This is an optimization exercise on Yosys and OpenROAD, whose aim is small area and a short achievable clock period, not a production implementation.
At most, simulation tests tie the RTL to the original design; equivalence was not proved.
No functional check of the RTL was part of runs 1, 2 and 4 to 6.

File: flow/config.mk
export PLATFORM = sky130hd
export DESIGN_NAME = slave_clock_hand_positioner
export DESIGN_NICKNAME = slave_clock_hand_positioner
export VERILOG_FILES = /design/flow/design.v
export SDC_FILE = /design/flow/constraint.sdc
export NUM_CORES = 4
export LEC_CHECK = 0
export CAP_MARGIN = 20
export CORE_MARGIN = 2
export CORE_UTILIZATION = 40
export SLEW_MARGIN = 20
File: flow/constraint.sdc
create_clock -name core_clock -period 18.0 [get_ports {clk}]
set_input_delay 3.6000 -clock core_clock [delete_from_list [all_inputs] [get_ports {clk}]]
set_output_delay 3.6000 -clock core_clock [all_outputs]
set_load 0.01 [all_outputs]
File: flow/design.v
package schp_pkg;
	localparam logic [1:0] MODE_READY = 2'd0;
	localparam logic [1:0] MODE_WAIT  = 2'd1;
	localparam logic [1:0] MODE_MOVE  = 2'd2;
	localparam logic [1:0] MODE_STOP  = 2'd3;
	localparam logic [2:0] OP_MOVE  = 3'd0;
	localparam logic [2:0] OP_STEP  = 3'd1;
	localparam logic [2:0] OP_RTC   = 3'd2;
	localparam logic [2:0] OP_STOP  = 3'd3;
	localparam logic [2:0] OP_START = 3'd4;
endpackage
module schp_cfg_regs (
	input  logic        clk,
	input  logic        arst_n,
	input  logic        wr_en,
	input  logic [1:0]  wr_index,
	input  logic [15:0] wr_data,
	output logic [15:0] pulse_ms,
	output logic [15:0] after_pulse_ms,
	output logic        motor_block
);
	always_ff @(posedge clk or negedge arst_n) begin
		if (!arst_n) begin
			pulse_ms       <= 16'd4000;
			after_pulse_ms <= 16'd0;
			motor_block    <= 1'b0;
		end else if (wr_en) begin
			case (wr_index)
				2'd0: pulse_ms       <= wr_data;
				2'd1: after_pulse_ms <= wr_data;
				2'd2: motor_block    <= wr_data[0];
				default: ;
			endcase
		end
	end
endmodule
module schp_move_plan (
	input  logic [3:0]  dial_hours,
	input  logic [5:0]  dial_minutes,
	input  logic [3:0]  target_hours,
	input  logic [5:0]  target_minutes,
	input  logic [15:0] pulse_ms,
	input  logic [15:0] after_pulse_ms,
	output logic [9:0]  fwd,
	output logic        at_target,
	output logic        wait_rtc
);
	logic [9:0]  cur, tgt_raw, tgt;
	logic [10:0] diff;
	logic [17:0] k;
	logic [27:0] prod;
	always_comb begin
		cur     = ((dial_hours == 4'd12) ? 10'd0 : 10'(dial_hours) * 10'd60) + 10'(dial_minutes);
		tgt_raw = 10'(target_hours) * 10'd60 + 10'(target_minutes);
		tgt     = (tgt_raw >= 10'd720) ? tgt_raw - 10'd720 : tgt_raw;
		diff    = {1'b0, tgt} - {1'b0, cur};
		fwd     = diff[10] ? diff[9:0] + 10'd720 : diff[9:0];
		k       = 18'(pulse_ms) + 18'(after_pulse_ms) + 18'd60000;
		prod    = 28'(fwd) * 28'(k);
	end
	assign at_target = (fwd == 10'd0);
	assign wait_rtc  = (prod >= 28'd43200000);
endmodule
module schp_core (
	input  logic        clk,
	input  logic        arst_n,
	input  logic        accept,
	input  logic [2:0]  op,
	input  logic [3:0]  target_hours,
	input  logic [5:0]  target_minutes,
	input  logic [4:0]  rtc_hours,
	input  logic [5:0]  rtc_minutes,
	input  logic [15:0] pulse_ms,
	input  logic [15:0] after_pulse_ms,
	input  logic        motor_block,
	output logic [25:0] res
);
	logic [1:0] mode_q, mode_d;
	logic [3:0] hours_q, hours_d;
	logic [5:0] minutes_q, minutes_d;
	logic       pol_q, pol_d;
	logic [9:0] rem_q, rem_d;
	logic       fire_q, fire_d;
	logic       done_q, done_d;
	logic [9:0] fwd;
	logic       at_target, wait_rtc;
	logic [4:0] rtc_h12;
	schp_move_plan u_plan (
		.dial_hours     (hours_q),
		.dial_minutes   (minutes_q),
		.target_hours   (target_hours),
		.target_minutes (target_minutes),
		.pulse_ms       (pulse_ms),
		.after_pulse_ms (after_pulse_ms),
		.fwd            (fwd),
		.at_target      (at_target),
		.wait_rtc       (wait_rtc)
	);
	always_comb begin
		if (rtc_hours == 5'd0)
			rtc_h12 = 5'd12;
		else if (rtc_hours > 5'd12)
			rtc_h12 = rtc_hours - 5'd12;
		else
			rtc_h12 = rtc_hours;
	end
	always_comb begin
		mode_d    = mode_q;
		hours_d   = hours_q;
		minutes_d = minutes_q;
		pol_d     = pol_q;
		rem_d     = rem_q;
		fire_d    = 1'b0;
		done_d    = 1'b0;
		case (op)
			schp_pkg::OP_MOVE: begin
				if (mode_q == schp_pkg::MODE_READY) begin
					if (at_target) begin
						done_d = 1'b1;
					end else if (wait_rtc) begin
						mode_d = schp_pkg::MODE_WAIT;
						rem_d  = 10'd0;
					end else begin
						mode_d = schp_pkg::MODE_MOVE;
						rem_d  = fwd;
					end
				end
			end
			schp_pkg::OP_STEP: begin
				if (mode_q == schp_pkg::MODE_MOVE) begin
					fire_d = !motor_block;
					pol_d  = pol_q ^ !motor_block;
					if (minutes_q == 6'd59) begin
						minutes_d = 6'd0;
						hours_d   = (hours_q >= 4'd12) ? 4'd1 : hours_q + 4'd1;
					end else begin
						minutes_d = minutes_q + 6'd1;
					end
					if (rem_q != 10'd0)
						rem_d = rem_q - 10'd1;
					if (rem_q <= 10'd1) begin
						mode_d = schp_pkg::MODE_READY;
						done_d = 1'b1;
					end
				end
			end
			schp_pkg::OP_RTC: begin
				if (mode_q == schp_pkg::MODE_WAIT &&
				    rtc_h12 == {1'b0, hours_q} && rtc_minutes == minutes_q) begin
					mode_d = schp_pkg::MODE_READY;
					done_d = 1'b1;
				end
			end
			schp_pkg::OP_STOP: begin
				mode_d = schp_pkg::MODE_STOP;
				rem_d  = 10'd0;
			end
			schp_pkg::OP_START: begin
				if (mode_q == schp_pkg::MODE_STOP)
					mode_d = schp_pkg::MODE_READY;
			end
			default: ;
		endcase
	end
	always_ff @(posedge clk or negedge arst_n) begin
		if (!arst_n) begin
			mode_q    <= schp_pkg::MODE_READY;
			hours_q   <= 4'd12;
			minutes_q <= 6'd0;
			pol_q     <= 1'b0;
			rem_q     <= 10'd0;
		end else if (accept) begin
			mode_q    <= mode_d;
			hours_q   <= hours_d;
			minutes_q <= minutes_d;
			pol_q     <= pol_d;
			rem_q     <= rem_d;
		end
	end
	always_ff @(posedge clk) begin
		if (accept) begin
			fire_q <= fire_d;
			done_q <= done_d;
		end
	end
	assign res = {done_q, rem_q, pol_q, minutes_q, hours_q,
	              fire_q & pol_q, fire_q & !pol_q, mode_q};
endmodule
module slave_clock_hand_positioner (
	input  logic        clk,
	input  logic        arst_n,
	input  logic        s_axis_tvalid,
	output logic        s_axis_tready,
	input  logic [23:0] s_axis_tdata,
	input  logic [2:0]  s_axis_tuser,
	output logic        m_axis_tvalid,
	input  logic        m_axis_tready,
	output logic [31:0] m_axis_tdata,
	input  logic        cfg_valid,
	output logic        cfg_ready,
	input  logic [1:0]  cfg_index,
	input  logic [15:0] cfg_data
);
	logic [15:0] pulse_ms, after_pulse_ms;
	logic        motor_block;
	logic [25:0] res;
	logic        out_valid_q;
	logic        in_accept;
	assign cfg_ready = 1'b1;
	schp_cfg_regs u_cfg (
		.clk            (clk),
		.arst_n         (arst_n),
		.wr_en          (cfg_valid),
		.wr_index       (cfg_index),
		.wr_data        (cfg_data),
		.pulse_ms       (pulse_ms),
		.after_pulse_ms (after_pulse_ms),
		.motor_block    (motor_block)
	);
	assign s_axis_tready = !out_valid_q || m_axis_tready;
	assign in_accept     = s_axis_tvalid && s_axis_tready;
	schp_core u_core (
		.clk            (clk),
		.arst_n         (arst_n),
		.accept         (in_accept),
		.op             (s_axis_tuser),
		.target_hours   (s_axis_tdata[3:0]),
		.target_minutes (s_axis_tdata[9:4]),
		.rtc_hours      (s_axis_tdata[14:10]),
		.rtc_minutes    (s_axis_tdata[20:15]),
		.pulse_ms       (pulse_ms),
		.after_pulse_ms (after_pulse_ms),
		.motor_block    (motor_block),
		.res            (res)
	);
	always_ff @(posedge clk or negedge arst_n) begin
		if (!arst_n)
			out_valid_q <= 1'b0;
		else if (s_axis_tready)
			out_valid_q <= s_axis_tvalid;
	end
	assign m_axis_tvalid = out_valid_q;
	assign m_axis_tdata  = {6'd0, res};
endmodule
File: flow/run.sh
#!/bin/bash
# synth_recipe.tcl (not shown) runs the flow's synth.tcl, then flattens the netlist and writes it again
# the make line also repeats each setting of config.mk as NAME=value (left out here)
make -C /OpenROAD-flow-scripts/flow DESIGN_CONFIG=/design/flow/config.mk WORK_HOME=/design/flow/orfs CLKGATE_MAP_FILE= SYNTH_SCRIPT=/design/flow/synth_recipe.tcl finish
==> reports/metrics.csv, run 1 <==
metric,value,unit
outcome,no timing/DRC/antenna violations,
Via Count,9671,
first-pass GRT wire length,47.3,mm
antenna fix cells,0,
width of the die,177,um
antenna violations before repair,0,
Crit Path Class,in2reg,
clk slew on worst S/H paths,0.05,ns
DRC viols,0,
RD Place Congestion,0.834,
largest net degree at the start of global routing,58,
Hold Crit Start,u_cfg.after_pulse_ms[11],
CP required,18.23,ns
CTS buffer count,9,
Pre-antenna DRT Iters,5,
fmax,61.1,MHz
fin. max-slew vios,0,
die area,31400,sq um
Post-CTS Resized,0,
Worst-Margin Slew,1.02,ns
final worst path period need,16.37,ns
Hold WC Path Type,reg2reg,
mapped cell area,12000,sq um
Port Buffers,74,
Place WS,1.34,ns
Site Rows,63,
period utilisation layout,91.0,%
worst-case clock buffer depth,2,
share of layout cells above drive strength 1,7.35,%
global route overflow,0,
Wirelength per Cell,15.3,um
Global Route Usage Sum,18.5,%
Post-CTS Setup Inserts,0,
Std-Cell Core Area,29600,sq um
crit path launch,s_axis_tdata[2],
"flops & latches, synth",59,
Async SR Flop Fraction,96.6,%
Die Y,177,um
DRT Wirelength,28.3,mm
Max-cap violations,0,
CTS tree,done,
Crit. End Element,flip-flop,
Setup WS post-layout,1.63,ns
Final Hold Viols,0,
Layout area overhead,12.0,%
hold buffer count at CTS,0,
setup TNS,0,ns
Ys Warns,4,
initial core utilization,40.5,%
io pins,85,
Final Net Count,1784,
Critical Path Slowest Stage Cell,xor2_1,
"EDFF count, synth",2,
library cells used by synthesis,81,
"setup slack, reg-to-reg",6.13,ns
Gate Count Post-Synth,1390,
vias in the first global route,9856,
# setup viols final,0,
1st-iter DRT viols,411,
vias per std cell,5.24,
startpoint types,input pin,
half-perimeter wire length after placement,22.8,mm
Worst slew margin,31.9,%
RR Startpoint,u_core.hours_q[2],
syn_area_per_cell,8.64,sq um
crit path DAT,16.60,ns
clock sink count,59,
CP Max Fanout,11,
clk root buf,clkbuf_16,
DRT antenna net count,0,
CP max stage delay,0.67,ns
most common flop cell mapped by yosys,dfrtp_1,
clock latency on the worst-skew pair,0.34,ns
Worst Skew,0.0119,ns
sequential fraction of the synthesis area,12.5,%
RSZ-0062 raised after global routing,false,
Worst path most repeated cell,fa_1,
H-tree levels,3,
-- final timing paths --
path,end,depth (start not counted)
min in group asynchronous,u_cfg.pulse_ms[1],2
min reg2reg,u_cfg.after_pulse_ms[11],1
max reg2reg,u_core.rem_q[5],35
min,u_cfg.after_pulse_ms[11],1
max in group asynchronous,u_core.mode_q[0],2
max,u_core.rem_q[5],42
-- synth_stat cells, drive strengths merged (13+ instances only) --
cell      n  share of area (%)
inv     243                7.6
nand2   117                3.7
mux2     27                2.5
xor2     29                2.3
a21o     30                1.9
nor3     21               0.92
o21ai    36                1.5
clkbuf   29               0.92
nor2b    26                1.4
a31oi    14               0.83
and2     13               0.68
dfrtp    49                 10
buf      16               0.95
a21oi    58                2.4
fa      140                 23
nor2    115                3.6
o31ai    19                1.6
xnor2    60                4.5
ha      144                 15
nand2b   28                1.5
nand3    19               0.79
-- area by class of cell --
cell class,instances,area [sq um]
fill,2989,16200
multi-input combinational,1048,9440
sequential,59,1500
inverter,243,912
timing repair buffer,89,846
tap,390,488
clock buffer,12,256
clock inverter,4,25.0
-- metal layers --
metal | routed length, um | global-route usage [%] | up-vias
met5 | 0 | 0 | -
met4 | 347 | 3.35 | 0
met3 | 1280 | 3.23 | 24
met2 | 14300 | 32.7 | 170
met1 | 12400 | 23.9 | 4821
li1 | - | - | 4656
-- flip-flops by register name (all words and copies together), names as in the netlist --
signal	flops
u_core.done_q	1
out_valid_q	1
u_core.hours_q	4
u_core.minutes_q	6
u_cfg.pulse_ms	16
u_core.pol_q	1
u_core.mode_q	2
u_core.rem_q	10
u_core.fire_q	1
u_cfg.after_pulse_ms	16
u_cfg.motor_block	1
-- logic make-up (layout without fill, tap and decap cells) --
| group | Yosys count | in the layout | share of synthesized area (%) |
|---|---|---|---|
| other cells | 2 | 7 | 0.0625 |
| xor+xnor | 89 | 89 | 6.80 |
| fa+ha+maj | 284 | 284 | 38.3 |
| mux | 33 | 33 | 3.03 |
| flops | 59 | 59 | 12.5 |
| simple gates | 405 | 405 | 16.5 |
| compound gates | 230 | 230 | 13.4 |
| buf+inv | 288 | 348 | 9.46 |
-- stage by stage --
step                      hold slack, ns  instances  util, %  area [sq um]
after floorplan                    0.479       1395        -         12000
after global placement             0.490       1828     44.4         13200
after detailed placement           0.499       1829     44.4         13200
after CTS                          0.505       1845     45.4         13400
after global routing               0.525       1845     45.4         13500
final                              0.505       1845     45.4         13500
-- placed cells by master, fill, tap and decap left out, drive strengths merged, types with 30 or more instances in the layout --
master and instances:
dfrtp 49, a21oi 58, inv 243, nand2 117, o21ai 36, nor2 115
fa 140, xnor2 60, a21o 30, ha 144, clkdlybuf4s50 73
-- worst max-delay path, delay by kind of cell --
family	cells	cell delay [ns]
adders and majority gates	12	5.42
xor gates and xnor gates	2	0.94
AOI/OAI and AO/OA	10	3.01
and+or+nand+nor	10	2.34
muxes	1	0.40
buffers and inverters	7	0.90
==> run 2: changes to the inputs <==
--- a/flow/design.v
+++ b/flow/design.v
@@ -45,21 +45,46 @@
 	output logic        at_target,
 	output logic        wait_rtc
 );
-	logic [9:0]  cur, tgt_raw, tgt;
-	logic [10:0] diff;
-	logic [17:0] k;
-	logic [27:0] prod;
-	always_comb begin
-		cur     = ((dial_hours == 4'd12) ? 10'd0 : 10'(dial_hours) * 10'd60) + 10'(dial_minutes);
-		tgt_raw = 10'(target_hours) * 10'd60 + 10'(target_minutes);
-		tgt     = (tgt_raw >= 10'd720) ? tgt_raw - 10'd720 : tgt_raw;
-		diff    = {1'b0, tgt} - {1'b0, cur};
-		fwd     = diff[10] ? diff[9:0] + 10'd720 : diff[9:0];
-		k       = 18'(pulse_ms) + 18'(after_pulse_ms) + 18'd60000;
-		prod    = 28'(fwd) * 28'(k);
+	localparam logic [28:0] Bias = 29'd268435456 - 29'd43200000;
+	logic [9:0]  cur, ncur;
+	logic [10:0] x;
+	logic [17:0] k1;
+	logic [18:0] k2;
+	logic [19:0] k3;
+	logic [19:0] row [5];
+	logic [28:0] sum;
+	always_comb begin
+		cur  = ((dial_hours == 4'd12) ? 10'd0 : 10'(dial_hours) * 10'd60) + 10'(dial_minutes);
+		ncur = 10'd720 - cur;
+	end
+	always_comb begin
+		x   = {1'b0, target_hours, target_minutes} - {5'd0, target_hours, 2'd0} + {1'b0, ncur};
+		if (x >= 11'd1440)
+			fwd = 10'(x - 11'd1440);
+		else if (x >= 11'd720)
+			fwd = 10'(x - 11'd720);
+		else
+			fwd = x[9:0];
+	end
+	always_comb begin
+		k1 = 18'(pulse_ms) + 18'(after_pulse_ms) + 18'd60000;
+		k2 = {k1, 1'b0};
+		k3 = 20'(k1) + 20'(k2);
+	end
+	always_comb begin
+		for (int i = 0; i < 5; i++) begin
+			case (fwd[2*i +: 2])
+				2'd0: row[i] = 20'd0;
+				2'd1: row[i] = 20'(k1);
+				2'd2: row[i] = 20'(k2);
+				default: row[i] = k3;
+			endcase
+		end
+		sum = Bias + 29'(row[0]) + (29'(row[1]) << 2) + (29'(row[2]) << 4) +
+		      (29'(row[3]) << 6) + (29'(row[4]) << 8);
 	end
 	assign at_target = (fwd == 10'd0);
-	assign wait_rtc  = (prod >= 28'd43200000);
+	assign wait_rtc  = sum[28];
 endmodule
 module schp_core (
 	input  logic        clk,
==> reports/metrics.csv, run 2 <==
metric,value,unit
outcome,no timing/DRC/antenna violations,
Ys Warns,5,
leading area contributor after synthesis,ha_1,
Place WS,4.10,ns
CP max stage delay,0.55,ns
worst-case clock buffer depth,2,
clock sink count,59,
Critical Path Slowest Stage Cell,fa_1,
Layout area overhead,13.4,%
Site Rows,59,
period utilisation layout,75.1,%
CP required,18.25,ns
1st-iter DRT viols,572,
# setup viols final,0,
final worst path period need,13.51,ns
antenna fix cells,0,
Std-Cell Core Area,25900,sq um
hold depth,1,
Hold Crit Start,u_cfg.after_pulse_ms[15],
startpoint types,input pin,
Die Y,166,um
Wirelength per Cell,16.1,um
crit path DAT,13.76,ns
synth top area cells,"ha_1 19%, dfrtp_1 12%, fa_1 11%",
RR Startpoint,u_core.hours_q[2],
Max-cap violations,0,
Worst path most repeated cell,fa_1,
library cells used by synthesis,77,
Async SR Flop Fraction,96.6,%
clock latency on the worst-skew pair,0.33,ns
io pins,85,
Via Count,9172,
sequential fraction of the synthesis area,14.3,%
top cell type's share of synthesized area,18.7,%
CTS tree,done,
share of layout cells above drive strength 1,8.01,%
Final Hold Viols,0,
Worst Hold End,u_cfg.after_pulse_ms[15],
H-tree levels,3,
Worst slew margin,25.6,%
DRC viols,0,
width of the die,166,um
most common flop cell mapped by yosys,dfrtp_1,
Worst-Margin Slew,1.11,ns
Worst R2R End,u_core.rem_q[7],
syn_area_per_cell,8.14,sq um
RSZ-0062 raised after global routing,false,
mapped cell area,10500,sq um
Top Family by Delay on Critical Path,compound AO/OA/AOI/OAI gates,
hold buffer count at CTS,0,
Hold WC Path Type,reg2reg,
Worst Skew,0.00737,ns
DRT Wirelength,27.1,mm
fin. max-slew vios,0,
most frequent cells in the layout,"157 x ha_1, 155 x inv_1, 98 x o21ai_0, 98 x nand2_1, 84 x nor2_1",
clk slew on worst S/H paths,0.05,ns
half-perimeter wire length after placement,21.0,mm
antenna violations before repair,0,
RD Place Congestion,0.863,
Top Registers,"u_cfg.after_pulse_ms: 16 flops, u_cfg.pulse_ms: 16 flops, u_core.rem_q: 10 flops",
Gate Count Post-Synth,1290,
R2R depth,40,
"commonest non-fill, non-tap cell in the layout",ha_1,
"flops & latches, synth",59,
Crit Path Class,in2reg,
Pre-antenna DRT Iters,5,
vias in the first global route,9119,
CTS buffer count,9,
global route overflow,0,
Crit. End Element,flip-flop,
setup TNS,0,ns
CP Max Fanout,24,
Setup WS post-layout,4.49,ns
Port Buffers,74,
largest net degree at the start of global routing,58,
"Buf+Inv Stages, Crit Path",5,
Global Route Usage Sum,19.9,%
vias per std cell,5.45,
"setup slack, reg-to-reg",5.54,ns
"top cells by count, synth","157 x ha_1, 155 x inv_1, 98 x nand2_1, 98 x o21ai_0, 85 x nor2_1",
first-pass GRT wire length,45.9,mm
DRT antenna net count,0,
Post-CTS Resized,0,
clk root buf,clkbuf_16,
"count leader, synth",ha_1,
initial core utilization,40.5,%
fmax,74.0,MHz
Final Net Count,1609,
die area,27600,sq um
"EDFF count, synth",2,
Post-CTS Setup Inserts,0,
run 2: cell types whose count changed in the layout (fill, tap and decap cells not counted), sizes merged, moves of 13 or more:
cell	change
xnor2	-20
nor2	-30
ha	+13
fa	-81
mux2i	+18
a22oi	+36
inv	-87
o21ai	+76
nor2b	-13
o31ai	-18
a21oi	+17
nand2	-19
run 2: through the flow:
step                cells  util [%]  instance area (sq um)  hold WS, ns
floorplan            1295         -                  10500        0.477
detailed placement   1667      44.7                  11600        0.495
CTS                  1683      46.0                  11900        0.507
finish               1683      46.0                  11900        0.505
global placement     1667      44.7                  11600        0.490
global route         1683      46.0                  11900        0.513
run 2: worst register-to-register path: cells and delay by family, from the launching register on:
kind,cells,cell delay (ns)
compound gates,13,3.08
xor+xnor,3,0.98
fa+ha+maj,12,4.85
buf+inv,5,0.63
flops,1,0.68
simple gates,7,2.16
run 2: cells by family after synthesis:
group	after synthesis	synth area share, %
flops	59	14.3
mux	60	6.15
buf+inv	218	8.23
compound gates	355	21.5
xor+xnor	63	5.47
simple gates	317	14.4
other cells	2	0.0715
fa+ha+maj	216	30.0
run 2: routing by layer:
| metal | global-route usage (%) | vias up | wire (um) |
|---|---|---|---|
| li1 | - | 4608 | - |
| met3 | 2.17 | 30 | 1210 |
| met4 | 4.88 | 0 | 371 |
| met5 | 0 | - | 0 |
| met1 | 28.0 | 4322 | 13100 |
| met2 | 32.7 | 212 | 12400 |
run 2: worst max path at each step:
stage / start / end / slack (ns) / depth (start not counted)
after floorplan: s_axis_tdata[0] / u_core.rem_q[0] / 6.66 / 35
after global placement: s_axis_tdata[0] / u_core.rem_q[0] / 4.13 / 39
after detailed placement: s_axis_tdata[0] / u_core.rem_q[0] / 4.10 / 36
after CTS: s_axis_tdata[0] / u_core.rem_q[0] / 4.41 / 36
after global routing: s_axis_tdata[0] / u_core.rem_q[5] / 3.81 / 39
final: s_axis_tdata[0] / u_core.rem_q[7] / 4.49 / 36
run 2: area by class of cell:
type / instances / area, sq um
Sequential cell: 59 / 1500
Timing Repair Buffer: 98 / 916
Tap cell: 335 / 419
Multi-Input combinational cell: 1018 / 8170
Clock inverter: 5 / 60.1
Fill cell: 2601 / 14000
Clock buffer: 11 / 254
Inverter: 157 / 589
==> run 3: changes to the inputs <==
--- a/flow/design.v
+++ b/flow/design.v
@@ -46,44 +46,69 @@
 	output logic        wait_rtc
 );
 	localparam logic [28:0] Bias = 29'd268435456 - 29'd43200000;
-	logic [9:0]  cur, ncur;
-	logic [10:0] x;
+	logic [3:0]  hc;
+	logic [6:0]  m0, mp, mn;
+	logic [6:0]  d0, dp, dn;
+	logic [5:0]  fm;
+	logic [3:0]  fh_m1, fh_0, fh_p1, fh;
+	logic        borrow, carry;
 	logic [17:0] k1;
-	logic [18:0] k2;
 	logic [19:0] k3;
-	logic [19:0] row [5];
+	logic [23:0] k60;
+	logic [19:0] rm [3];
+	logic [25:0] rh [3];
 	logic [28:0] sum;
 	always_comb begin
-		cur  = ((dial_hours == 4'd12) ? 10'd0 : 10'(dial_hours) * 10'd60) + 10'(dial_minutes);
-		ncur = 10'd720 - cur;
-	end
-	always_comb begin
-		x   = {1'b0, target_hours, target_minutes} - {5'd0, target_hours, 2'd0} + {1'b0, ncur};
-		if (x >= 11'd1440)
-			fwd = 10'(x - 11'd1440);
-		else if (x >= 11'd720)
-			fwd = 10'(x - 11'd720);
-		else
-			fwd = x[9:0];
-	end
-	always_comb begin
-		k1 = 18'(pulse_ms) + 18'(after_pulse_ms) + 18'd60000;
-		k2 = {k1, 1'b0};
-		k3 = 20'(k1) + 20'(k2);
-	end
-	always_comb begin
-		for (int i = 0; i < 5; i++) begin
-			case (fwd[2*i +: 2])
-				2'd0: row[i] = 20'd0;
-				2'd1: row[i] = 20'(k1);
-				2'd2: row[i] = 20'(k2);
-				default: row[i] = k3;
+		m0 = 7'd0 - 7'(dial_minutes);
+		mp = 7'd60 - 7'(dial_minutes);
+		mn = 7'd68 - 7'(dial_minutes);    
+		d0 = 7'(target_minutes) + m0;
+		dp = 7'(target_minutes) + mp;
+		dn = 7'(target_minutes) + mn;
+		borrow = d0[6];                    
+		carry  = !dn[6];                   
+		fm     = borrow ? dp[5:0] : carry ? dn[5:0] : d0[5:0];
+	end
+	function automatic logic [3:0] mod12(input logic signed [5:0] v);
+		logic signed [5:0] r;
+		r = v;
+		if (r < 0)
+			r = r + 6'sd12;
+		if (r >= 6'sd12)
+			r = r - 6'sd12;
+		mod12 = r[3:0];
+	endfunction
+	always_comb begin
+		hc    = (dial_hours == 4'd12) ? 4'd0 : dial_hours;
+		fh_0  = mod12(6'(signed'({1'b0, target_hours}) - signed'({2'b0, hc})));
+		fh_m1 = (fh_0 == 4'd0) ? 4'd11 : fh_0 - 4'd1;
+		fh_p1 = (fh_0 == 4'd11) ? 4'd0 : fh_0 + 4'd1;
+		fh    = borrow ? fh_m1 : carry ? fh_p1 : fh_0;
+	end
+	always_comb begin
+		fwd = 10'(fh) * 10'd60 + 10'(fm);
+	end
+	always_comb begin
+		k1  = 18'(pulse_ms) + 18'(after_pulse_ms) + 18'd60000;
+		k3  = 20'(k1) + {1'b0, k1, 1'b0};
+		k60 = {k1, 6'd0} - {4'd0, k1, 2'd0};
+	end
+	always_comb begin
+		for (int i = 0; i < 3; i++) begin
+			case (fm[2*i +: 2])
+				2'd0: rm[i] = 20'd0;
+				2'd1: rm[i] = 20'(k1);
+				2'd2: rm[i] = {1'b0, k1, 1'b0};
+				default: rm[i] = k3;
 			endcase
 		end
-		sum = Bias + 29'(row[0]) + (29'(row[1]) << 2) + (29'(row[2]) << 4) +
-		      (29'(row[3]) << 6) + (29'(row[4]) << 8);
-	end
-	assign at_target = (fwd == 10'd0);
+		rh[0] = fh[0] ? 26'(k60) : 26'd0;
+		rh[1] = fh[1] ? {1'b0, k60, 1'b0} : 26'd0;
+		rh[2] = fh[3] ? {1'b0, k60, 1'b0} : fh[2] ? 26'(k60) : 26'd0;    
+		sum = Bias + 29'(rm[0]) + (29'(rm[1]) << 2) + (29'(rm[2]) << 4) +
+		      29'(rh[0]) + 29'(rh[1]) + (29'(rh[2]) << 2);
+	end
+	assign at_target = (fh == 4'd0) && (fm == 6'd0);
 	assign wait_rtc  = sum[28];
 endmodule
 module schp_core (
==> reports/metrics.csv, run 3 <==
metric,value,unit
Crit. End Element,flip-flop,
largest net degree at the start of global routing,58,
Worst Skew,0.00643,ns
width of the die,178,um
CP Max Fanout,25,
share of layout cells above drive strength 1,7.74,%
Via Count,10251,
DRT Wirelength,29.6,mm
hold depth,2,
startpoint types,input pin,
antenna violations before repair,0,
Final Hold Viols,0,
outcome,no timing/DRC/antenna violations,
Async SR Flop Fraction,96.6,%
Worst-Margin Slew,1.02,ns
Port Buffers,74,
sequential fraction of the synthesis area,12.4,%
Pre-antenna DRT Iters,5,
Final Instance Count excl. Fillers,1914,
clock sink count,59,
Hold WC Path Type,reg2reg,
placed cells,1898,
CP required,18.25,ns
leading area contributor after synthesis,ha_1,
initial core utilization,40.7,%
Hold Crit Start,u_cfg.pulse_ms[11],
CTS tree,done,
Max-cap violations,0,
"EDFF count, synth",2,
Global Route Usage Sum,19.1,%
syn_area_per_cell,8.28,sq um
Worst slew margin,31.7,%
io pins,85,
Worst path most repeated cell,inv_1,
crit path DAT,12.69,ns
Layout area overhead,12.0,%
vias in the first global route,9889,
"setup slack, reg-to-reg",8.25,ns
Final Core Density,45.6,%
mapped cell area,12100,sq um
Critical Path Slowest Stage Cell,a221oi_1,
minimum hold slack,0.504,ns
die area,31700,sq um
antenna fix cells,0,
Ys Warns,6,
CTS buffer count,9,
RR Startpoint,u_core.hours_q[1],
synth top area cells,"ha_1 18%, fa_1 15%, dfrtp_1 10%",
R2R depth,36,
global route overflow,0,
Post-CTS Resized,0,
first-pass GRT wire length,49.1,mm
vias per std cell,5.36,
Die Y,178,um
Crit Path Class,in2reg,
clk root buf,clkbuf_16,
"flops & latches, synth",59,
Post-CTS Setup Inserts,0,
worst-case clock buffer depth,2,
RSZ-0062 raised after global routing,false,
hold buffer count at CTS,0,
DRC viols,0,
top cell type's share of synthesized area,17.8,%
1st-iter DRT viols,595,
"commonest non-fill, non-tap cell in the layout",inv_1,
Top Registers,"u_cfg.after_pulse_ms: 16 flops, u_cfg.pulse_ms: 16 flops, u_core.rem_q: 10 flops",
Worst R2R End,u_core.rem_q[4],
Std-Cell Core Area,29700,sq um
"top cells by count, synth","211 x inv_1, 172 x ha_1, 116 x nor2_1",
Final Net Count,1830,
final worst path period need,12.44,ns
clock latency on the worst-skew pair,0.33,ns
Gate Count Post-Synth,1461,
Site Rows,63,
RD Place Congestion,0.839,
Wirelength per Cell,15.4,um
clk slew on worst S/H paths,0.06,ns
Worst Hold End,u_cfg.pulse_ms[11],
library cells used by synthesis,97,
DRT antenna net count,0,
fmax,80.4,MHz
period utilisation layout,69.1,%
most frequent cells in the layout,"211 x inv_1, 172 x ha_1, 116 x nor2_1, 103 x nand2_1, 89 x fa_1",
# setup viols final,0,
fin. max-slew vios,0,
half-perimeter wire length after placement,24.2,mm
most common flop cell mapped by yosys,dfrtp_1,
Fillers,2909,
"count leader, synth",inv_1,
CP max stage delay,0.53,ns
H-tree levels,3,
setup TNS,0,ns
-- run 3: worst max-delay path by stage --
| stage | from | end | slack, ns | cells past startpoint |
|---|---|---|---|---|
| 2_1_floorplan | s_axis_tdata[0] | u_core.rem_q[9] | 7.09 | 33 |
| 3_3_place_gp | s_axis_tdata[1] | u_core.rem_q[9] | 5.24 | 35 |
| 3_5_place_dp | s_axis_tdata[1] | u_core.rem_q[4] | 5.13 | 35 |
| 4_1_cts | s_axis_tdata[1] | u_core.rem_q[9] | 5.47 | 35 |
| 5_1_grt | s_axis_tdata[1] | u_core.rem_q[4] | 4.85 | 35 |
| 6_report | s_axis_tdata[1] | u_core.rem_q[4] | 5.56 | 35 |
-- run 3: final cells by class --
| cell class | count | area [sq um] | area share (%) |
|---|---|---|---|
| Clock buffer | 10 | 239 | 1.76 |
| Clock inverter | 6 | 88.8 | 0.655 |
| Inverter | 213 | 800 | 5.90 |
| Multi-Input combinational cell | 1149 | 9610 | 70.9 |
| Sequential cell | 59 | 1500 | 11.0 |
| Tap cell | 390 | 488 | 3.60 |
| Timing Repair Buffer | 87 | 833 | 6.15 |
-- run 3: per-layer routing --
layer | GRT usage (%) | vias up | share of wire (%)
li1 | - | 5159 | -
met1 | 28.0 | 4865 | 51
met2 | 31.0 | 207 | 45
met3 | 1.39 | 20 | 3.5
met4 | 3.18 | 0 | 0.98
met5 | 0 | - | 0
-- run 3: critical path: cells and delay by family --
| family | cells | cell delay (ns) |
|---|---|---|
| fa+ha+maj | 8 | 2.88 |
| buf+inv | 7 | 1.00 |
| simple gates | 6 | 1.49 |
| xor+xnor | 2 | 0.82 |
| compound gates | 12 | 2.83 |
-- run 3: stage by stage --
step | area (sq um) | setup slack [ns]
CTS | 13600 | 5.47
finish | 13600 | 5.56
detailed placement | 13200 | 5.13
global placement | 13200 | 5.24
floorplan | 12100 | 7.09
global route | 13600 | 4.85
-- run 3: kinds of logic (layout without fill, tap and decap cells) --
kind of cell,Yosys count,after routing,synth area share [%]
simple gates,400,400,16.2
compound gates,353,353,20.2
fa+ha+maj,261,261,32.5
buf+inv,258,316,8.50
xor+xnor,80,80,5.91
flops,59,59,12.4
mux,48,48,4.29
other cells,2,7,0.0621
==> run 4: changes to the inputs <==
--- a/flow/design.v
+++ b/flow/design.v
@@ -9,6 +9,37 @@
 	localparam logic [2:0] OP_STOP  = 3'd3;
 	localparam logic [2:0] OP_START = 3'd4;
 endpackage
+module schp_add #(
+	parameter int W = 8
+) (
+	input  logic [W-1:0] a,
+	input  logic [W-1:0] b,
+	input  logic         cin,
+	output logic [W-1:0] s,
+	output logic         cout
+);
+	localparam int N = W + 1;
+	logic [N-1:0] g, p;
+	always_comb begin
+		g[0] = cin;
+		p[0] = 1'b0;
+		for (int i = 0; i < W; i++) begin
+			g[i+1] = a[i] & b[i];
+			p[i+1] = a[i] ^ b[i];
+		end
+		for (int l = 0; (1 << l) < N; l++) begin
+			for (int i = 0; i < N; i++) begin
+				if ((i >> l) & 1) begin
+					g[i] = g[i] | (p[i] & g[((i >> l) << l) - 1]);
+					p[i] = p[i] & p[((i >> l) << l) - 1];
+				end
+			end
+		end
+		for (int i = 0; i < W; i++)
+			s[i] = a[i] ^ b[i] ^ g[i];
+		cout = g[W];
+	end
+endmodule
 module schp_cfg_regs (
 	input  logic        clk,
 	input  logic        arst_n,
@@ -46,53 +77,60 @@
 	output logic        wait_rtc
 );
 	localparam logic [28:0] Bias = 29'd268435456 - 29'd43200000;
-	logic [3:0]  hc;
-	logic [6:0]  m0, mp, mn;
-	logic [6:0]  d0, dp, dn;
-	logic [5:0]  fm;
-	logic [3:0]  fh_m1, fh_0, fh_p1, fh;
-	logic        borrow, carry;
+	localparam logic [15:0] K0   = 16'd60000;
+	logic [5:0]  tm, mm, mp, d0, dp, fm;
+	logic [1:0]  dc;
+	logic        no_borrow, borrow, carry;
+	logic [3:0]  hc, fh0, fh_m1, fh_p1, fh;
+	logic [4:0]  hd;
+	logic [16:0] kx, ky;
 	logic [17:0] k1;
 	logic [19:0] k3;
+	logic [21:0] k15;
 	logic [23:0] k60;
 	logic [19:0] rm [3];
 	logic [25:0] rh [3];
 	logic [28:0] sum;
+	assign tm = target_minutes;
+	assign mm = ~dial_minutes;
+	assign mp = 6'd60 - dial_minutes;
+	schp_add #(.W(6)) u_m0 (.a(tm), .b(mm), .cin(1'b1), .s(d0), .cout(no_borrow));
+	schp_add #(.W(6)) u_mp (.a(tm), .b(mp), .cin(1'b0), .s(dp), .cout());
 	always_comb begin
-		m0 = 7'd0 - 7'(dial_minutes);
-		mp = 7'd60 - 7'(dial_minutes);
-		mn = 7'd68 - 7'(dial_minutes);    
-		d0 = 7'(target_minutes) + m0;
-		dp = 7'(target_minutes) + mp;
-		dn = 7'(target_minutes) + mn;
-		borrow = d0[6];                    
-		carry  = !dn[6];                   
-		fm     = borrow ? dp[5:0] : carry ? dn[5:0] : d0[5:0];
-	end
-	function automatic logic [3:0] mod12(input logic signed [5:0] v);
-		logic signed [5:0] r;
-		r = v;
-		if (r < 0)
-			r = r + 6'sd12;
-		if (r >= 6'sd12)
-			r = r - 6'sd12;
-		mod12 = r[3:0];
-	endfunction
-	always_comb begin
-		hc    = (dial_hours == 4'd12) ? 4'd0 : dial_hours;
-		fh_0  = mod12(6'(signed'({1'b0, target_hours}) - signed'({2'b0, hc})));
-		fh_m1 = (fh_0 == 4'd0) ? 4'd11 : fh_0 - 4'd1;
-		fh_p1 = (fh_0 == 4'd11) ? 4'd0 : fh_0 + 4'd1;
-		fh    = borrow ? fh_m1 : carry ? fh_p1 : fh_0;
+		borrow = !no_borrow;
+		carry  = (tm[5:2] == 4'b1111) && (dial_minutes[5:2] == 4'b0000) &&
+		         (dial_minutes[1:0] <= tm[1:0]);
+		dc     = tm[1:0] - dial_minutes[1:0];
+		fm     = borrow ? dp : carry ? {4'd0, dc} : d0;
 	end
 	always_comb begin
-		fwd = 10'(fh) * 10'd60 + 10'(fm);
+		hc    = (dial_hours == 4'd12) ? 4'd0 : dial_hours;
+		hd    = {1'b0, target_hours} - {1'b0, hc};
+		if (hd[4])
+			fh0 = hd[3:0] + 4'd12;
+		else if (hd >= 5'd12)
+			fh0 = hd[3:0] - 4'd12;
+		else
+			fh0 = hd[3:0];
+		fh_m1 = (fh0 == 4'd0) ? 4'd11 : fh0 - 4'd1;
+		fh_p1 = (fh0 == 4'd11) ? 4'd0 : fh0 + 4'd1;
+		fh    = borrow ? fh_m1 : carry ? fh_p1 : fh0;
 	end
+	assign fwd       = {fh, 6'd0} - {4'd0, fh, 2'd0} + {4'd0, fm};
+	assign at_target = (fh == 4'd0) && (fm == 6'd0);
 	always_comb begin
-		k1  = 18'(pulse_ms) + 18'(after_pulse_ms) + 18'd60000;
-		k3  = 20'(k1) + {1'b0, k1, 1'b0};
-		k60 = {k1, 6'd0} - {4'd0, k1, 2'd0};
+		for (int i = 0; i < 16; i++) begin
+			kx[i]   = pulse_ms[i] ^ after_pulse_ms[i] ^ K0[i];
+			ky[i+1] = (pulse_ms[i] & after_pulse_ms[i]) | (pulse_ms[i] & K0[i]) |
+			          (after_pulse_ms[i] & K0[i]);
+		end
+		kx[16] = 1'b0;
+		ky[0]  = 1'b0;
 	end
+	schp_add #(.W(17)) u_k1  (.a(kx), .b(ky), .cin(1'b0), .s(k1[16:0]), .cout(k1[17]));
+	schp_add #(.W(19)) u_k3  (.a({1'b0, k1}), .b({k1, 1'b0}), .cin(1'b0), .s(k3[18:0]), .cout(k3[19]));
+	schp_add #(.W(22)) u_k15 (.a({k1, 4'd0}), .b(~{4'd0, k1}), .cin(1'b1), .s(k15), .cout());
+	assign k60 = {k15, 2'd0};
 	always_comb begin
 		for (int i = 0; i < 3; i++) begin
 			case (fm[2*i +: 2])
@@ -104,12 +142,11 @@
 		end
 		rh[0] = fh[0] ? 26'(k60) : 26'd0;
 		rh[1] = fh[1] ? {1'b0, k60, 1'b0} : 26'd0;
-		rh[2] = fh[3] ? {1'b0, k60, 1'b0} : fh[2] ? 26'(k60) : 26'd0;    
+		rh[2] = fh[3] ? {1'b0, k60, 1'b0} : fh[2] ? 26'(k60) : 26'd0;
 		sum = Bias + 29'(rm[0]) + (29'(rm[1]) << 2) + (29'(rm[2]) << 4) +
 		      29'(rh[0]) + 29'(rh[1]) + (29'(rh[2]) << 2);
 	end
-	assign at_target = (fh == 4'd0) && (fm == 6'd0);
-	assign wait_rtc  = sum[28];
+	assign wait_rtc = sum[28];
 endmodule
 module schp_core (
 	input  logic        clk,
==> flow/flow/run.sh (new file) <==
#!/bin/bash
# Standard layout, with timing repair aiming for extra setup slack at the design's clock.
set -euo pipefail
export SETUP_SLACK_MARGIN=9.5
bash standard.sh > standard.log 2>&1
==> flow/standard.sh (new file) <==
#!/bin/bash
# synth_recipe.tcl (not shown) runs the flow's synth.tcl, then flattens the netlist and writes it again
# the make line also repeats each setting of config.mk as NAME=value (left out here)
make -C /OpenROAD-flow-scripts/flow DESIGN_CONFIG=/design/flow/config.mk WORK_HOME=/design/flow/orfs CLKGATE_MAP_FILE= SYNTH_SCRIPT=/design/flow/synth_recipe.tcl "${@:-finish}"
removed: flow/run.sh
==> reports/metrics.csv, run 4 <==
metric,value,unit
outcome,no timing/DRC/antenna violations,
Final Core Density,48.9,%
CTS buffer count,9,
vias in the first global route,10537,
mapped cell area,11600,sq um
clock latency on the worst-skew pair,0.34,ns
syn_area_per_cell,8.23,sq um
final worst path period need,10.25,ns
# setup viols final,0,
Place WS,5.45,ns
library cells used by synthesis,101,
H-tree levels,3,
met1 Usage GRT,28.8,%
sequential fraction of the synthesis area,12.9,%
Hold Crit Start,u_cfg.after_pulse_ms[6],
Final Net Count,1779,
Site Rows,62,
top cell type's share of synthesized area,15.9,%
DRC viols,0,
DRT Wirelength,33.5,mm
Async SR Flop Fraction,96.6,%
Final Hold Viols,0,
Worst slew margin,38.6,%
Worst Skew,0.0129,ns
Ys Warns,10,
synth top area cells,"ha_1 16%, fa_1 16%, dfrtp_1 11%",
startpoint types,input pin,
RR Startpoint,u_cfg.pulse_ms[8],
Synth Area in Compound Gates,20.8,%
clk slew on worst S/H paths,0.06,ns
initial core utilization,40.5,%
worst-case clock buffer depth,2,
R2R depth,35,
die area,30300,sq um
global route overflow,0,
Worst path depth,36,
hold depth,1,
met2 GRT Util,37.5,%
antenna fix cells,0,
setup TNS,0,ns
Crit Path Class,in2reg,
Worst-Margin Slew,0.914,ns
CP max stage delay,0.56,ns
largest net degree at the start of global routing,58,
post-synthesis adder-cell area fraction,31.4,%
Die Y,174,um
Pre-antenna DRT Iters,5,
Synth Area in Simple Gates,16.5,%
Top Family by Delay on Critical Path,adder cells,
Hold WC Path Type,reg2reg,
vias per std cell,5.60,
combinational family with the most area after synthesis,adder cells,
antenna violations before repair,0,
met3 capacity usage during global routing,2.87,%
"top cells by count, synth","171 x inv_1, 147 x ha_1, 127 x nor2_1",
most common flop cell mapped by yosys,dfrtp_1,
Critical Path Slowest Stage Cell,fa_1,
GRT Max-Usage Layer,met2,
CP required,18.20,ns
"count leader, synth",inv_1,
half-perimeter wire length after placement,24.2,mm
leading area contributor after synthesis,ha_1,
"flops & latches, synth",59,
"Buf+Inv Stages, Crit Path",9,
mux share of post-synthesis cell area,4.20,%
clk root buf,clkbuf_16,
Worst Hold End,u_cfg.after_pulse_ms[6],
share of layout cells above drive strength 1,17.8,%
RD Place Congestion,0.907,
Global Route Usage Sum,22.2,%
Wirelength per Cell,17.8,um
hold buffer count at CTS,0,
1st-iter DRT viols,722,
Synth Area in XOR/XNOR,5.49,%
Worst R2R End,u_core.mode_q[0],
clock sink count,59,
Top Registers,"u_cfg.after_pulse_ms: 16 flops, u_cfg.pulse_ms: 16 flops, u_core.rem_q: 10 flops",
Crit. End Element,flip-flop,
fmax,97.5,MHz
Layout area overhead,20.9,%
DRT antenna net count,0,
"setup slack, reg-to-reg",8.42,ns
Port Buffers,74,
most frequent cells in the layout,"160 x inv_1, 128 x ha_1, 120 x nor2_1, 93 x nand2_1, 78 x fa_1",
fin. max-slew vios,0,
first-pass GRT wire length,54.2,mm
"EDFF count, synth",2,
Via Count,10533,
Gate Count Post-Synth,1408,
io pins,85,
Max-cap violations,0,
CP Max Fanout,6,
width of the die,174,um
Std-Cell Core Area,28600,sq um
period utilisation layout,57.0,%
RSZ-0062 raised after global routing,true,
Setup WS post-layout,7.75,ns
CTS tree,done,
crit path DAT,10.45,ns
"commonest non-fill, non-tap cell in the layout",inv_1,
[run 4: how the worst max path moves through the flow]
stage	from	endpoint	slack [ns]
2_1_floorplan	s_axis_tdata[0]	u_core.rem_q[1]	7.88
3_3_place_gp	s_axis_tdata[0]	u_core.rem_q[0]	5.50
3_5_place_dp	s_axis_tdata[0]	u_core.rem_q[5]	5.45
4_1_cts	s_axis_tdata[0]	u_core.rem_q[1]	7.73
5_1_grt	s_axis_tdata[0]	u_core.mode_q[0]	7.52
6_report	s_axis_tdata[0]	u_core.rem_q[1]	7.75
[run 4: cells by family after synthesis]
kind of cell,count (synthesis)
adder cells (fa/ha/maj),237
AND/OR/NAND/NOR,392
buffers and inverters,245
AO/OA/AOI/OAI,359
XOR/XNOR,70
other,2
flip-flops,59
multiplexers,44
[run 4: per-stage QoR]
stage	cells	hold slack (ns)	instance area [sq um]
after floorplan	1413	0.477	11700
after global placement	1819	0.490	12700
after detailed placement	1819	0.494	12700
after CTS	1872	0.505	13700
after global routing	1881	0.512	14000
final	1881	0.501	14000
[run 4: cell type report]
| type | count | area (sq um) |
|---|---|---|
| clock inverters | 4 | 25.0 |
| repair buffers | 130 | 1270 |
| fillers | 2703 | 14600 |
| well taps | 384 | 480 |
| inverters | 181 | 716 |
| flip-flops and latches | 59 | 1500 |
| clock buffers | 12 | 256 |
| multi-input cells | 1111 | 9760 |
[run 4: routing by layer]
layer	up-vias	routed length, um	share of wire (%)
li1	5041	-	-
met5	-	0	0
met3	82	1910	5.7
met1	5047	14500	43
met2	363	15900	48
met4	0	1240	3.7
[run 4: timing repair]
action	4_1_cts	5_1_grt
gates cloned	3	1
setup buffers	34	8
gates resized for setup	114	39
endpoints found under the setup margin	12	12
pin swaps	50	28
==> run 5: changes to the inputs <==
==> flow/run.sh (new file) <==
#!/bin/bash
# synth_recipe.tcl (not shown) runs the flow's synth.tcl, then flattens the netlist and writes it again
# the make line also repeats each setting of config.mk as NAME=value (left out here)
make -C /OpenROAD-flow-scripts/flow DESIGN_CONFIG=/design/flow/config.mk WORK_HOME=/design/flow/orfs CLKGATE_MAP_FILE= SYNTH_SCRIPT=/design/flow/synth_recipe.tcl finish
removed: flow/flow/run.sh
removed: flow/standard.sh
==> reports/metrics.csv, run 5 <==
metric,value,unit
Worst slew margin,30.4,%
Crit Path Class,in2reg,
Fillers,2812,
DRT Wirelength,30.1,mm
period utilisation layout,66.4,%
Hold Crit Start,u_cfg.after_pulse_ms[2],
mux share of post-synthesis cell area,4.20,%
largest net degree at the start of global routing,58,
vias in the first global route,9662,
Max-cap violations,0,
fmax,83.7,MHz
library cells used by synthesis,101,
Worst path most repeated cell,inv_1,
first-pass GRT wire length,49.9,mm
Final Core Density,45.2,%
mapped cell area,11600,sq um
share of layout cells above drive strength 1,8.40,%
post-synthesis adder-cell area fraction,31.4,%
Top Registers,"u_cfg.after_pulse_ms: 16 flops, u_cfg.pulse_ms: 16 flops, u_core.rem_q: 10 flops",
Gate Count Post-Synth,1408,
Post-CTS Setup Inserts,0,
width of the die,174,um
RR Startpoint,u_cfg.pulse_ms[8],
H-tree levels,3,
hold depth,1,
CP required,18.26,ns
global route overflow,0,
vias per std cell,5.46,
antenna violations before repair,0,
outcome,no timing/DRC/antenna violations,
initial core utilization,40.5,%
1st-iter DRT viols,575,
Die Y,174,um
Synth Area in Simple Gates,16.5,%
Post-CTS Resized,0,
clock sink count,59,
Hold WC Path Type,reg2reg,
top cell type's share of synthesized area,15.9,%
hold buffer count at CTS,0,
Worst R2R End,u_core.rem_q[7],
io pins,85,
"setup slack, reg-to-reg",8.20,ns
most frequent cells in the layout,"171 x inv_1, 147 x ha_1, 127 x nor2_1, 98 x nand2_1, 90 x fa_1",
Layout area overhead,11.6,%
setup TNS,0,ns
leading area contributor after synthesis,ha_1,
Crit. End Element,flip-flop,
worst-case clock buffer depth,2,
Wirelength per Cell,16.4,um
"top cells by count, synth","171 x inv_1, 147 x ha_1, 127 x nor2_1",
Std-Cell Core Area,28600,sq um
CTS buffer count,9,
Site Rows,62,
CP max stage delay,0.53,ns
Via Count,10029,
# setup viols final,0,
Synth Area in XOR/XNOR,5.49,%
half-perimeter wire length after placement,23.8,mm
CP Max Fanout,33,
Port Buffers,74,
Global Route Usage Sum,20.1,%
Critical Path Slowest Stage Cell,fa_1,
Async SR Flop Fraction,96.6,%
fin. max-slew vios,0,
Final Hold Viols,0,
die area,30300,sq um
Worst Hold End,u_cfg.after_pulse_ms[2],
final worst path period need,11.95,ns
Pre-antenna DRT Iters,5,
clock latency on the worst-skew pair,0.35,ns
DRT antenna net count,0,
syn_area_per_cell,8.23,sq um
"commonest non-fill, non-tap cell in the layout",inv_1,
Ys Warns,10,
RD Place Congestion,0.871,
crit path launch,s_axis_tdata[0],
R2R depth,34,
startpoint types,input pin,
crit path DAT,12.21,ns
sequential fraction of the synthesis area,12.9,%
antenna fix cells,0,
synth top area cells,"ha_1 16%, fa_1 16%, dfrtp_1 11%",
combinational family with the most area after synthesis,adder cells,
"EDFF count, synth",2,
clk root buf,clkbuf_16,
"count leader, synth",inv_1,
RSZ-0062 raised after global routing,false,
Final Net Count,1734,
clk slew on worst S/H paths,0.06,ns
Synth Area in Compound Gates,20.8,%
CTS tree,done,
DRC viols,0,
"flops & latches, synth",59,
most common flop cell mapped by yosys,dfrtp_1,
Worst Skew,0.0152,ns
Worst-Margin Slew,1.04,ns
run 5: cell counts after synthesis:
Identical to the previous run, type by type.
run 5: cell type report:
| type | instances | area, sq um | share of cell area [%] |
|---|---|---|---|
| Tap cell | 384 | 480 | 3.72 |
| Sequential cell | 59 | 1500 | 11.6 |
| Clock buffer | 14 | 274 | 2.12 |
| Clock inverter | 2 | 35.0 | 0.271 |
| Inverter | 181 | 682 | 5.27 |
| Timing Repair Buffer | 87 | 833 | 6.45 |
| Multi-Input combinational cell | 1109 | 9130 | 70.6 |
run 5: cells by family after synthesis:
kind of cell	after synthesis
and+or+nand+nor	392
AOI/OAI and AO/OA	359
buffers and inverters	245
adders and majority gates	237
xor gates and xnor gates	70
DFF	59
muxes	44
other	2
run 5: worst max-delay path by stage:
stage / endpoint / slack, ns
after global routing: u_core.rem_q[9] / 5.41
after CTS: u_core.rem_q[7] / 5.96
final: u_core.rem_q[7] / 6.05
after global placement: u_core.rem_q[7] / 5.70
after floorplan: u_core.rem_q[7] / 7.52
after detailed placement: u_core.rem_q[7] / 5.65
run 5: worst max-delay path, delay by kind of cell:
family | cells | cell delay [ns]
compound gates | 12 | 2.27
simple gates | 5 | 1.43
mux | 1 | 0.15
buf+inv | 8 | 1.35
xor+xnor | 2 | 0.48
fa+ha+maj | 8 | 2.91
run 5: through the flow:
stage	setup slack, ns	instances	hold slack, ns	area [sq um]
after floorplan	7.52	1413	0.477	11600
after global placement	5.70	1820	0.491	12600
after detailed placement	5.65	1820	0.497	12600
after CTS	5.96	1836	0.508	12900
after global routing	5.41	1836	0.514	12900
final	6.05	1836	0.504	12900
run 5: per-layer routing:
metal,vias up,share of wire (%),track usage (%)
li1,4961,-,-
met1,4783,50,29.5
met2,257,43,31.6
met3,28,4.9,2.47
met4,0,1.6,4.76
met5,-,0,0
==> run 6: changes to the inputs <==
--- a/flow/design.v
+++ b/flow/design.v
@@ -76,27 +76,32 @@
 	output logic        at_target,
 	output logic        wait_rtc
 );
+	localparam int          SW   = 29;
 	localparam logic [28:0] Bias = 29'd268435456 - 29'd43200000;
 	localparam logic [15:0] K0   = 16'd60000;
-	logic [5:0]  tm, mm, mp, d0, dp, fm;
-	logic [1:0]  dc;
-	logic        no_borrow, borrow, carry;
-	logic [3:0]  hc, fh0, fh_m1, fh_p1, fh;
-	logic [4:0]  hd;
-	logic [16:0] kx, ky;
-	logic [17:0] k1;
-	logic [19:0] k3;
-	logic [21:0] k15;
-	logic [23:0] k60;
-	logic [19:0] rm [3];
-	logic [25:0] rh [3];
-	logic [28:0] sum;
+	logic [5:0]    tm, mp, d0, dp, fm;
+	logic [1:0]    dc;
+	logic          no_borrow, borrow, carry;
+	logic [3:0]    hc, fh0, fh_m1, fh_p1, fh;
+	logic [4:0]    hd;
+	logic [7:0]    fh15;
+	logic [16:0]   kx, ky;
+	logic [17:0]   k1;
+	logic [19:0]   k3;
+	logic [SW-1:0] row [5];
+	logic [SW-1:0] s1, c1, s2, c2, s3, c3, s4, c4;
+	logic [SW-1:0] g, t;
+	function automatic logic [SW-1:0] fa_s(input logic [SW-1:0] a, b, c);
+		fa_s = a ^ b ^ c;
+	endfunction
+	function automatic logic [SW-1:0] fa_c(input logic [SW-1:0] a, b, c);
+		fa_c = {((a & b) | (a & c) | (b & c)), 1'b0};
+	endfunction
 	assign tm = target_minutes;
-	assign mm = ~dial_minutes;
 	assign mp = 6'd60 - dial_minutes;
-	schp_add #(.W(6)) u_m0 (.a(tm), .b(mm), .cin(1'b1), .s(d0), .cout(no_borrow));
-	schp_add #(.W(6)) u_mp (.a(tm), .b(mp), .cin(1'b0), .s(dp), .cout());
+	schp_add #(.W(6)) u_m0 (.a(tm), .b(~dial_minutes), .cin(1'b1), .s(d0), .cout(no_borrow));
 	always_comb begin
+		dp     = tm + mp;
 		borrow = !no_borrow;
 		carry  = (tm[5:2] == 4'b1111) && (dial_minutes[5:2] == 4'b0000) &&
 		         (dial_minutes[1:0] <= tm[1:0]);
@@ -116,7 +121,10 @@
 		fh_p1 = (fh0 == 4'd11) ? 4'd0 : fh0 + 4'd1;
 		fh    = borrow ? fh_m1 : carry ? fh_p1 : fh0;
 	end
-	assign fwd       = {fh, 6'd0} - {4'd0, fh, 2'd0} + {4'd0, fm};
+	always_comb begin
+		fh15 = {fh, 4'd0} - {4'd0, fh};
+		fwd  = {fh15 + {4'd0, fm[5:2]}, fm[1:0]};
+	end
 	assign at_target = (fh == 4'd0) && (fm == 6'd0);
 	always_comb begin
 		for (int i = 0; i < 16; i++) begin
@@ -127,26 +135,41 @@
 		kx[16] = 1'b0;
 		ky[0]  = 1'b0;
 	end
-	schp_add #(.W(17)) u_k1  (.a(kx), .b(ky), .cin(1'b0), .s(k1[16:0]), .cout(k1[17]));
-	schp_add #(.W(19)) u_k3  (.a({1'b0, k1}), .b({k1, 1'b0}), .cin(1'b0), .s(k3[18:0]), .cout(k3[19]));
-	schp_add #(.W(22)) u_k15 (.a({k1, 4'd0}), .b(~{4'd0, k1}), .cin(1'b1), .s(k15), .cout());
-	assign k60 = {k15, 2'd0};
-	always_comb begin
-		for (int i = 0; i < 3; i++) begin
-			case (fm[2*i +: 2])
-				2'd0: rm[i] = 20'd0;
-				2'd1: rm[i] = 20'(k1);
-				2'd2: rm[i] = {1'b0, k1, 1'b0};
-				default: rm[i] = k3;
+	schp_add #(.W(17)) u_k1 (.a(kx), .b(ky), .cin(1'b0), .s(k1[16:0]), .cout(k1[17]));
+	schp_add #(.W(19)) u_k3 (.a({1'b0, k1}), .b({k1, 1'b0}), .cin(1'b0), .s(k3[18:0]), .cout(k3[19]));
+	always_comb begin
+		for (int i = 0; i < 5; i++) begin
+			case (fwd[2*i +: 2])
+				2'd0: row[i] = '0;
+				2'd1: row[i] = SW'(k1) << (2*i);
+				2'd2: row[i] = SW'(k1) << (2*i + 1);
+				default: row[i] = SW'(k3) << (2*i);
 			endcase
 		end
-		rh[0] = fh[0] ? 26'(k60) : 26'd0;
-		rh[1] = fh[1] ? {1'b0, k60, 1'b0} : 26'd0;
-		rh[2] = fh[3] ? {1'b0, k60, 1'b0} : fh[2] ? 26'(k60) : 26'd0;
-		sum = Bias + 29'(rm[0]) + (29'(rm[1]) << 2) + (29'(rm[2]) << 4) +
-		      29'(rh[0]) + 29'(rh[1]) + (29'(rh[2]) << 2);
+		s1 = fa_s(row[0], row[1], Bias);
+		c1 = fa_c(row[0], row[1], Bias);
+		s2 = fa_s(s1, c1, row[2]);
+		c2 = fa_c(s1, c1, row[2]);
+		s3 = fa_s(s2, c2, row[3]);
+		c3 = fa_c(s2, c2, row[3]);
+		s4 = fa_s(s3, c3, row[4]);
+		c4 = fa_c(s3, c3, row[4]);
+		g[0] = 1'b0;
+		t[0] = 1'b0;
+		for (int i = 0; i < SW - 1; i++) begin
+			g[i+1] = s4[i] & c4[i];
+			t[i+1] = s4[i] | c4[i];
+		end
+		for (int l = 0; (1 << l) < SW; l++) begin
+			for (int i = 0; i < SW; i++) begin
+				if (((i >> l) & 1) && (((i >> l) << l) - 1 >= 0)) begin
+					g[i] = g[i] | (t[i] & g[((i >> l) << l) - 1]);
+					t[i] = t[i] & t[((i >> l) << l) - 1];
+				end
+			end
+		end
+		wait_rtc = s4[SW-1] ^ c4[SW-1] ^ g[SW-1];
 	end
-	assign wait_rtc = sum[28];
 endmodule
 module schp_core (
 	input  logic        clk,
@@ -202,15 +225,13 @@
 		case (op)
 			schp_pkg::OP_MOVE: begin
 				if (mode_q == schp_pkg::MODE_READY) begin
-					if (at_target) begin
+					rem_d = fwd;
+					if (at_target)
 						done_d = 1'b1;
-					end else if (wait_rtc) begin
+					else if (wait_rtc)
 						mode_d = schp_pkg::MODE_WAIT;
-						rem_d  = 10'd0;
-					end else begin
+					else
 						mode_d = schp_pkg::MODE_MOVE;
-						rem_d  = fwd;
-					end
 				end
 			end
 			schp_pkg::OP_STEP: begin
@@ -223,8 +244,7 @@
 					end else begin
 						minutes_d = minutes_q + 6'd1;
 					end
-					if (rem_q != 10'd0)
-						rem_d = rem_q - 10'd1;
+					rem_d = rem_q - 10'd1;
 					if (rem_q <= 10'd1) begin
 						mode_d = schp_pkg::MODE_READY;
 						done_d = 1'b1;
@@ -240,7 +260,6 @@
 			end
 			schp_pkg::OP_STOP: begin
 				mode_d = schp_pkg::MODE_STOP;
-				rem_d  = 10'd0;
 			end
 			schp_pkg::OP_START: begin
 				if (mode_q == schp_pkg::MODE_STOP)
@@ -255,22 +274,24 @@
 			hours_q   <= 4'd12;
 			minutes_q <= 6'd0;
 			pol_q     <= 1'b0;
-			rem_q     <= 10'd0;
 		end else if (accept) begin
 			mode_q    <= mode_d;
 			hours_q   <= hours_d;
 			minutes_q <= minutes_d;
 			pol_q     <= pol_d;
-			rem_q     <= rem_d;
 		end
 	end
 	always_ff @(posedge clk) begin
+		if (accept)
+			rem_q <= rem_d;
+	end
+	always_ff @(posedge clk) begin
 		if (accept) begin
 			fire_q <= fire_d;
 			done_q <= done_d;
 		end
 	end
-	assign res = {done_q, rem_q, pol_q, minutes_q, hours_q,
+	assign res = {done_q, (mode_q == schp_pkg::MODE_MOVE) ? rem_q : 10'd0, pol_q, minutes_q, hours_q,
 	              fire_q & pol_q, fire_q & !pol_q, mode_q};
 endmodule
 module slave_clock_hand_positioner (
==> flow/flow/run.sh (new file) <==
#!/bin/bash
# Standard layout, with timing repair aiming for extra setup slack at the design's clock.
set -euo pipefail
export SETUP_SLACK_MARGIN=9.5
bash standard.sh > standard.log 2>&1
==> flow/standard.sh (new file) <==
#!/bin/bash
# synth_recipe.tcl (not shown) runs the flow's synth.tcl, then flattens the netlist and writes it again
# the make line also repeats each setting of config.mk as NAME=value (left out here)
make -C /OpenROAD-flow-scripts/flow DESIGN_CONFIG=/design/flow/config.mk WORK_HOME=/design/flow/orfs CLKGATE_MAP_FILE= SYNTH_SCRIPT=/design/flow/synth_recipe.tcl "${@:-finish}"
removed: flow/run.sh
==> reports/metrics.csv, run 6 <==
metric,value,unit
mapped cell area,9620,sq um
"Buf+Inv Stages, Crit Path",7,
share of layout cells above drive strength 1,16.8,%
Global Route Usage Sum,20.3,%
Via Count,8583,
Wirelength per Cell,16.7,um
outcome,no timing/DRC/antenna violations,
vias in the first global route,8276,
Final Instance Count excl. Fillers,1565,
Crit Path Class,in2reg,
Hold WC Path Type,reg2reg,
# setup viols final,0,
DRT Wirelength,26.2,mm
clock sink count,59,
Critical Path Slowest Stage Cell,fa_2,
Port Buffers,74,
Pre-antenna DRT Iters,5,
clk slew on worst S/H paths,0.06,ns
Site Rows,56,
design area,11700,sq um
"EDFF count, synth",12,
Max-cap violations,0,
CP Max Fanout,6,
io pins,85,
Async SR Flop Fraction,79.7,%
Crit. End Element,flip-flop,
fmax,94.1,MHz
width of the die,159,um
initial core utilization,40.9,%
Gate Count Post-Synth,1152,
H-tree levels,3,
"flops & latches, synth",59,
CTS tree,done,
dpl cell area,10700,sq um
crit path DAT,10.85,ns
clk root buf,clkbuf_16,
leading area contributor after synthesis,fa_1,
vias per std cell,5.48,
antenna violations before repair,0,
syn_area_per_cell,8.35,sq um
"commonest non-fill, non-tap cell in the layout",inv_1,
most frequent cells in the layout,"112 x inv_1, 105 x nand2_1, 93 x ha_1, 78 x nor2_1, 75 x a21oi_1",
Final Hold Viols,0,
Std-Cell Core Area,23500,sq um
top cell type's share of synthesized area,13.9,%
synth top area cells,"fa_1 14%, ha_1 13%, dfrtp_1 10%",
clock latency on the worst-skew pair,0.33,ns
RSZ-0062 raised after global routing,true,
most common flop cell mapped by yosys,dfrtp_1,
Die Y,159,um
Top Registers,"u_cfg.after_pulse_ms: 16 flops, u_cfg.pulse_ms: 16 flops, u_core.rem_q: 10 flops",
fin. max-slew vios,0,
Top Family by Delay on Critical Path,adder cells,
sequential fraction of the synthesis area,16.1,%
first-pass GRT wire length,42.2,mm
"top cells by count, synth","121 x inv_1, 107 x nand2_1, 102 x ha_1",
die area,25300,sq um
placed cells,1504,
Worst-Margin Slew,1.07,ns
half-perimeter wire length after placement,19.1,mm
final worst path period need,10.63,ns
antenna fix cells,0,
period utilisation layout,59.0,%
RD Place Congestion,0.890,
"count leader, synth",inv_1,
CTS buffer count,9,
largest net degree at the start of global routing,48,
Worst Skew,0.00609,ns
startpoint types,input pin,
run 6: cell count changes after synthesis, moves of 10 or more:
cell | previous run | this run
a22oi_1 | 11 | 30
inv_1 | 171 | 121
o21ai_1 | 21 | 7
mux2i_1 | 10 | 21
nor3_1 | 31 | 14
ha_1 | 147 | 102
fa_1 | 90 | 67
edfxtp_1 | 2 | 12
nor2_1 | 127 | 79
dfrtp_1 | 49 | 39
run 6: worst reg2reg max path, delay by kind of cell (launching register included):
family                   cells  cell delay [ns]
AO/OA/AOI/OAI               14             2.30
flip-flops                   1             0.38
XOR/XNOR                     2             0.70
adder cells (fa/ha/maj)     11             4.12
AND/OR/NAND/NOR              8             1.40
buffers and inverters        3             0.49
run 6: path summary, 6_finish.rpt:
path	start	to	slack, ns	cells after the start
worst max-delay path	s_axis_tdata[0]	u_core.mode_q[1]	7.37	33
worst min-delay path	u_cfg.after_pulse_ms[5]	u_cfg.after_pulse_ms[5]	0.51	1
worst max register to register	u_cfg.pulse_ms[1]	u_core.mode_q[1]	8.52	38
worst min register to register	u_cfg.after_pulse_ms[5]	u_cfg.after_pulse_ms[5]	0.51	1
max in group asynchronous	arst_n	u_core.minutes_q[1]	14.30	1
min in group asynchronous	arst_n	u_cfg.after_pulse_ms[9]	3.28	1
run 6: timing repair:
action,4_1_cts,5_1_grt
gates resized for setup,61,18
setup buffers,37,6
gates cloned,2,0
hold buffers,0,0
pin swaps,41,33
hold endpoints to repair,0,0
setup endpoints to repair,4,2
run 6: layout make-up:
cell class	count	area [sq um]
Tap cell	319	399
Clock buffer	9	225
Clock inverter	7	51.3
Multi-Input combinational cell	911	7690
Timing Repair Buffer	136	1310
Fill cell	2287	11800
Sequential cell	59	1550
Inverter	124	468
run 6: per-stage QoR:
stage | utilization (%) | worst slack [ns] | hold slack, ns
2_1_floorplan | - | 7.40 | 0.477
3_5_place_dp | 45.5 | 5.65 | 0.494
4_1_cts | 49.2 | 7.34 | 0.505
3_3_place_gp | 45.5 | 5.70 | 0.492
6_report | 49.7 | 7.37 | 0.505
5_1_grt | 49.7 | 7.10 | 0.515
run 6: cell families after synthesis:
| group | count (synthesis) | synth area share (%) |
|---|---|---|
| xor gates and xnor gates | 63 | 5.97 |
| buffers and inverters | 187 | 8.05 |
| DFF | 59 | 16.1 |
| and+or+nand+nor | 312 | 15.6 |
| other | 2 | 0.0781 |
| adders and majority gates | 172 | 27.5 |
| muxes | 56 | 6.48 |
| AOI/OAI and AO/OA | 301 | 20.2 |
run 6: metal layers:
layer / track usage [%] / wire length, um / up-vias
li1: - / - / 4172
met1: 28.0 / 12100 / 4097
met2: 33.6 / 12000 / 278
met3: 2.66 / 1670 / 36
met4: 5.37 / 472 / 0
met5: 0 / 0 / -

[static timing again, ports no longer ideal]
The results above use ideal ports. As a check the final layouts listed here were re-extracted and re-timed, cells and wires unchanged.
Step 1 assumes that a clkbuf_16 drives the clock port and a buf_2 every other input.
Step 2, shift: input delay + t, output delay - t, t = (earliest + latest rising clock arrival at the registers) / 2. This alone moves slack from input paths to output paths.
Three values: ideal ports, drivers, drivers and shift; two values: the first two.
run	t, ns	setup slack, ns	worst slew at a driven data input, ns
run 1	0.372	1.625 / 1.645 / 1.273	0.06
run 2	0.360	4.487 / 4.501 / 4.141	0.06
run 3	0.372	5.562 / 5.584 / 5.212	0.04
run 4	0.382	7.749 / 7.757 / 7.375	0.05
run 5	0.388	6.048 / 6.077 / 5.689	0.06
run 6	0.366	7.372 / 7.375 / 7.009	0.05
After both steps every run listed still meets setup and hold. For run 4, which loses most, drivers alone change the setup slack by +0.008 ns; drivers and shift together by -0.374 ns.
